Background: an optimization exercise with open tools, aiming at small area, a short achievable clock period and few clock cycles. Do not read the settings as production practice.
Function was checked by simulation only, so behaviour that the tests miss may differ from the original.
No activity file was given, so power comes from the tool's default toggle rates.

job 6748:
==> flow/design.v <==
`timescale 1ns/10ps
package feeder_pkg;
    typedef logic [15:0]  word_t;
    typedef logic [255:0] half_line_t;
    typedef logic [511:0] line_t;
    typedef logic [31:0]  dram_addr_t;
    typedef logic [14:0]  len_t;
    typedef logic [7:0]   cmd_t;
    localparam int LINE_BYTES     = 64;
    localparam int WORDS_PER_LINE = 32;
    localparam cmd_t CMD_WRITE_INPUT  = 8'd9;
    localparam cmd_t CMD_WRITE_WEIGHT = 8'd10;
    typedef enum logic [1:0] {
        REQ_IDLE,
        REQ_WAIT_FIFO,
        REQ_SEND
    } req_state_t;
    typedef enum logic [1:0] {
        FEED_IDLE,
        FEED_WAIT_DATA,
        FEED_ISSUE,
        FEED_POP
    } feed_state_t;
endpackage
`timescale 1ns/10ps
package mmio_map_pkg;
    typedef logic [31:0] bus_addr_t;
    typedef logic [31:0] bus_data_t;
    localparam bus_addr_t RD_ADDR_REG      = 32'hC400_2024;
    localparam bus_addr_t RD_LEN_REG       = 32'hC400_2028;
    localparam bus_addr_t RD_START_REG     = 32'hC400_2030;
    localparam bus_addr_t SRAM_IDX_CLR_REG = 32'hC400_2034;
    localparam bus_addr_t DATA_TYPE_REG    = 32'hC400_2038;
    localparam bus_addr_t BUSY_REG         = 32'hC400_0020;
endpackage
`timescale 1ns/10ps
module data_feeder_top (
    input  logic                    clk_i,
    input  logic                    rst_i,
    input  logic                    dev_strobe_i,
    input  mmio_map_pkg::bus_addr_t dev_addr_i,
    input  mmio_map_pkg::bus_data_t dev_wdata_i,
    output logic                    dev_ready_o,
    output mmio_map_pkg::bus_data_t dev_rdata_o,
    input  logic                    fifo_addr_full_i,
    output logic                    dram_addr_valid_o,
    output feeder_pkg::dram_addr_t  dram_addr_o,
    input  logic                    fifo_data_empty_i,
    input  feeder_pkg::half_line_t  dram_rdata_h_i,
    input  feeder_pkg::half_line_t  dram_rdata_l_i,
    output logic                    fifo_data_rd_en_o,
    output logic                    acc_cmd_valid_o,
    output feeder_pkg::cmd_t        acc_cmd_o,
    output feeder_pkg::word_t       acc_word_o,
    output feeder_pkg::len_t        acc_index_o
);
    logic wr_addr, wr_len, wr_start, wr_clr, wr_type;
    assign wr_addr  = dev_strobe_i && (dev_addr_i == mmio_map_pkg::RD_ADDR_REG);
    assign wr_len   = dev_strobe_i && (dev_addr_i == mmio_map_pkg::RD_LEN_REG);
    assign wr_start = dev_strobe_i && (dev_addr_i == mmio_map_pkg::RD_START_REG);
    assign wr_clr   = dev_strobe_i && (dev_addr_i == mmio_map_pkg::SRAM_IDX_CLR_REG);
    assign wr_type  = dev_strobe_i && (dev_addr_i == mmio_map_pkg::DATA_TYPE_REG);
    logic [31:1] addr_q;         
    logic [14:0] len_q;
    logic        type_q;
    logic        ntype_q;        
    logic        ready_q;
    logic        busy_q;
    logic        busy;
    always_ff @(posedge clk_i) begin
        if (wr_addr) addr_q <= dev_wdata_i[31:1];
    end
    always_ff @(posedge clk_i) begin
        if (rst_i) begin
            len_q   <= '0;
            type_q  <= 1'b0;
            ntype_q <= 1'b1;
        end else begin
            if (wr_len)  len_q  <= dev_wdata_i[14:0];
            if (wr_type) begin
                type_q  <= dev_wdata_i[0];
                ntype_q <= !dev_wdata_i[0];
            end
        end
    end
    always_ff @(posedge clk_i) begin
        ready_q <= dev_strobe_i;
        busy_q  <= busy;
    end
    assign dev_ready_o = ready_q;
    assign dev_rdata_o = {31'b0, busy_q};
    logic        req_go_q;       
    logic        req_first_q;    
    logic        req_more;       
    logic        req_vld_q;
    logic [5:1]  req_lo_q;       
    logic [25:0] req_line_q;     
    logic [9:0]  req_left_q;     
    logic        req_plus_q;     
    logic        req_minus_q;    
    logic        req_rest_q;     
    logic        plus_new;
    logic        minus_new;
    logic [4:0]  gen, prop;      
    logic        carry5;         
    logic        sum_zero;       
    logic [2:0]  outst_q;        
    logic        pop_q;          
    logic        req_take;
    logic        idle_q;         
    assign gen  = addr_q[5:1] & len_q[4:0];
    assign prop = addr_q[5:1] | len_q[4:0];
    assign carry5   = gen[4] | (prop[4] & gen[3]) | (&prop[4:3] & gen[2]) |
                      (&prop[4:2] & gen[1]) | (&prop[4:1] & gen[0]);
    assign sum_zero = !(addr_q[1] ^ len_q[0]) &&
                      ((addr_q[5:2] ^ len_q[4:1]) == prop[3:0]);
    assign plus_new  = carry5 && !sum_zero;
    assign minus_new = (addr_q[5:1] == 5'd0) && (len_q[4:0] == 5'd0);
    assign req_more  = req_first_q || (req_go_q && req_rest_q);
    assign req_take  = req_more && !fifo_addr_full_i && ((outst_q + 3'(req_vld_q)) < 3'd4);
    always_ff @(posedge clk_i) begin
        if (rst_i) begin
            req_go_q    <= 1'b0;
            req_first_q <= 1'b0;
            req_vld_q   <= 1'b0;
            outst_q     <= '0;
        end else begin
            if (wr_start) begin
                req_go_q    <= 1'b1;
                req_first_q <= fifo_addr_full_i;
                req_vld_q   <= !fifo_addr_full_i;
            end else begin
                if (!req_first_q && !req_rest_q) req_go_q <= 1'b0;
                if (req_take) req_first_q <= 1'b0;
                req_vld_q <= req_take;
            end
            outst_q <= outst_q + 3'(req_vld_q) - 3'(pop_q);
        end
    end
    always_ff @(posedge clk_i) begin
        if (!req_go_q) begin
            req_left_q  <= len_q[14:5];
            req_plus_q  <= plus_new;
            req_minus_q <= minus_new;
            req_rest_q  <= plus_new || (len_q[14:5] != {9'b0, minus_new});
        end else if (req_take && !req_first_q) begin
            if (req_plus_q) begin
                req_plus_q <= 1'b0;
                req_rest_q <= req_left_q != {9'b0, req_minus_q};
            end else begin
                req_left_q <= req_left_q - 10'd1;
                req_rest_q <= req_left_q != (req_minus_q ? 10'd2 : 10'd1);
            end
        end
    end
    always_ff @(posedge clk_i) begin
        idle_q <= !busy && !wr_start;
    end
    always_ff @(posedge clk_i) begin
        if (idle_q) begin
            req_line_q  <= addr_q[31:6];
            req_lo_q    <= addr_q[5:1];
        end else if (req_vld_q) begin
            req_line_q  <= req_line_q + 26'd1;
            req_lo_q    <= '0;
        end
    end
    assign dram_addr_valid_o = req_vld_q;
    assign dram_addr_o       = {req_line_q, req_lo_q, 1'b0};
    logic [3:0]  sel_hi_q;
    logic [7:0]  sel_lo_q;
    logic [3:0]  sel_hi_nx;      
    logic [7:0]  sel_lo_nx;
    logic [4:0]  cnt_q;
    logic        known_q;        
    logic        popdue_q;       
    logic        last_line;
    logic        line_last;
    logic        ll_take;
    logic        take;
    logic        cmd_vld_q;
    logic [15:0] quarter [4];
    logic [15:0] word_sel;
    logic [15:0] word_q;
    logic [14:0] idx_q;
    logic [15:0] words [32];
    always_comb begin
        for (int p = 0; p < 8; p++) begin
            words[2*p]      = dram_rdata_l_i[224-32*p +: 16];
            words[2*p+1]    = dram_rdata_l_i[240-32*p +: 16];
            words[16+2*p]   = dram_rdata_h_i[224-32*p +: 16];
            words[16+2*p+1] = dram_rdata_h_i[240-32*p +: 16];
        end
    end
    always_comb begin
        for (int g = 0; g < 4; g++) begin
            quarter[g] = '0;
            for (int k = 0; k < 8; k++) begin
                quarter[g] = quarter[g] | (words[8*g+k] & {16{sel_lo_q[k]}});
            end
        end
        word_sel = '0;
        for (int g = 0; g < 4; g++) begin
            word_sel = word_sel | (quarter[g] & {16{sel_hi_q[g]}});
        end
    end
    assign sel_lo_nx = {sel_lo_q[6:0], sel_lo_q[7]};
    assign sel_hi_nx = sel_lo_q[7] ? {sel_hi_q[2:0], sel_hi_q[3]} : sel_hi_q;
    assign last_line = !req_more && !req_vld_q && (outst_q == 3'd1);
    assign line_last = (sel_hi_q[3] && sel_lo_q[7]) || (last_line && (cnt_q == 5'd1));
    assign ll_take   = (sel_hi_q[3] && sel_lo_q[6]) || (last_line && (cnt_q == 5'd2));
    assign take      = !popdue_q && !fifo_data_empty_i;
    assign busy      = req_more || req_vld_q || (outst_q != '0) || popdue_q;
    always_ff @(posedge clk_i) begin
        if (rst_i) begin
            known_q   <= 1'b0;
            popdue_q  <= 1'b0;
            pop_q     <= 1'b0;
            cmd_vld_q <= 1'b0;
        end else begin
            known_q   <= !fifo_data_empty_i && !pop_q;
            popdue_q  <= take && line_last && !known_q;
            pop_q     <= take && !pop_q && ((line_last && !known_q) || ll_take);
            cmd_vld_q <= take;
        end
    end
    always_ff @(posedge clk_i) begin
        if (idle_q) begin
            sel_hi_q <= 4'b0001 << addr_q[5:4];
            sel_lo_q <= 8'b0000_0001 << addr_q[3:1];
            cnt_q    <= len_q[4:0];
        end else if (take) begin
            sel_hi_q <= sel_hi_nx;
            sel_lo_q <= sel_lo_nx;
            cnt_q    <= cnt_q - 5'd1;
        end
    end
    always_ff @(posedge clk_i) begin
        word_q <= word_sel;
    end
    always_ff @(posedge clk_i) begin
        if (rst_i || wr_clr) begin
            idx_q <= '0;
        end else if (cmd_vld_q) begin
            idx_q <= idx_q + 15'd1;
        end
    end
    assign fifo_data_rd_en_o = pop_q;
    assign acc_cmd_valid_o   = cmd_vld_q;
    assign acc_cmd_o         = {4'b0000, 1'b1, 1'b0, type_q, ntype_q};
    assign acc_word_o        = word_q;
    assign acc_index_o       = idx_q;
endmodule
export LEC_CHECK = 0
export CAP_MARGIN = 20
export CORE_AREA = 4 4 156 156
export DIE_AREA = 0 0 160 160
export SETUP_SLACK_MARGIN = 1.95
export SLEW_MARGIN = 20
create_clock -name core_clock -period 4.0 [get_ports {clk_i}]
standard.sh (not shown) runs the stock make flow with config.mk's settings and CLKGATE_MAP_FILE= SYNTH_SCRIPT=/design/flow/synth_recipe.tcl, a recipe that flattens the netlist after the stock synthesis.
==> flow/flow/run.sh <==
#!/bin/bash
# The standard ORFS layout, with two changes to how it is made:
#  - the port buffers are the smallest buffer cell instead of the one
#    buffer_ports picks on its own;
#  - pins may sit one routing track apart, so that the die can be small.
set -uo pipefail
bash standard.sh \
  "BUFFER_PORTS_ARGS=-buffer_cell sky130_fd_sc_hd__buf_1" \
  "PLACE_PINS_ARGS=-min_distance 1 -min_distance_in_tracks" \
  finish > standard.log 2>&1
Job 6748 has completed all stages; timing, DRC and antenna checks passed.
Testbench counts of job 6748, summed over its fixed seeds: cycles 132,330.
--- input diff job 6748..job 6822 ---
Settings: SETUP_SLACK_MARGIN now 2.05, was 1.95; CTS_BUF_LIST now sky130_fd_sc_hd__clkbuf_8, previously not set.
==> comparison <==
Between job 6822 and job 6748, it is job 6822 whose final worst slack is higher, by 0.070 ns.
Final critical-path required period, job 6748 and job 6822: smaller value in job 6822
Re number of sequential cells in the layout: no difference whatsoever between job 6822 and job 6748.
Looking at launch point of the critical path, the sel_lo_q[1]$_DFFE_PP_ result is from job 6748; the dev_addr_i[12] one comes from job 6822.
Job 6822 vs job 6748 — global-route usage rose 0.94 points.
Job 6822 reports its path type of the worst min-delay path as input pin to flop while job 6748 reports flop to flop.
[diff] total chip power, job 6822 relative to job 6748: improvement
Job 6822 against job 6748: internal power decreased by 11% relative to the old numbers; signal arrival time at the worst endpoint held; critical path depth shows an increase of 1; share of layout cells above drive strength 1 has increased; vias after detailed routing rose by 2.0%.
On final-layout clock buffer total, job 6748 and job 6822 are basically level.
### job 6822 -> job 7090
Settings: DIE_AREA now 0 0 150 150, was 0 0 160 160; SETUP_SLACK_MARGIN now 2.0, was 2.05; CORE_AREA now 4 4 146 146, was 4 4 156 156.
Notes after the runs:
Looking across job 7090 and job 6822, the single run that reached the end with no open violations was job 6822. Job 7090 | ERROR | 5_1_grt. Compared with job 6822, in job 7090 worst setup slack before clock tree synthesis rose 0.26 ns; final RePlAce weighted congestion went down 1.0%. Number of synthesized flops with an enable pin came out exactly the same in job 7090 and job 6822. From job 7090 to job 6822, count of buffers inserted at the top-level ports did not move at all. Against job 6822, x dimension of the die in job 7090 fell by a few percent. The post-detailed-placement cell area in job 7090 sits about 0.6% below the value recorded for job 6822.
Setup changes, job 7090 to job 1598
Settings: changing SETUP_SLACK_MARGIN from 2.0 to 1.95; changing CORE_AREA from 4 4 146 146 to 4 4 156 156; changing DIE_AREA from 0 0 150 150 to 0 0 160 160.
## What came out
Job 1598 went all the way through synthesis, placement and routing and the layout is clean on timing, DRC and antenna.
Sort job 1598 and job 7090 by placed instance count, ascending, and job 7090 comes first.
Per the comparison of job 1598 with job 7090, count of pins on the block boundary now sits at about the same level; HPWL reported at the end of detailed placement lost 2.7%; worst slack at placement climbed 0.011 ns; initial core utilization decreased by 6.7 points relative to the old numbers; number of buffers added on ports roughly the same.
Changes observed in job 1598 relative to job 7090: number of H-tree levels comparable; CTS buffer count comparable.
Status: total standard cell area after synthesis parity (job 7090, job 1598)
Job 1598: post-cts resize count 10 below job 7090
Post-placement cell area sits higher in job 1598 than in job 7090.

-- port drivers added, routing unchanged --
How much do the figures lean on ideal ports? The routed layouts below were timed once more, with nothing changed but the port constraints.
Step 1: set_driving_cell puts a clkbuf_16 on clk_i and a buf_2 on each other input, an assumption about the parent block.
Step 2 also shifts input and output timing later by t, the mid clock arrival at the registers, as if the neighbouring blocks saw the same clock.
Slacks: no drivers / after step 1 / after step 2; pairs: no drivers / after step 1.
| run | t, ns | slack for setup (ns) | worst setup path after step 2 | clock arrival spread, ns | slew at the worst register clock pin (ns) |
|---|---|---|---|---|---|
| job 6748 | 0.474 | 1.974 / 1.974 / 1.567 | input to register | 0.011 / 0.011 | 0.07 / 0.07 |
| job 6822 | 0.502 | 2.044 / 2.002 / 1.563 | input to register | 0.025 / 0.025 | 0.11 / 0.11 |
| job 1598 | 0.494 | 1.989 / 1.970 / 1.546 | input to register | 0.015 / 0.014 | 0.10 / 0.10 |
After both steps setup and hold are still met in every run listed. For job 6822, which loses most, drivers alone change the setup slack by -0.042 ns; drivers and shift together by -0.481 ns.
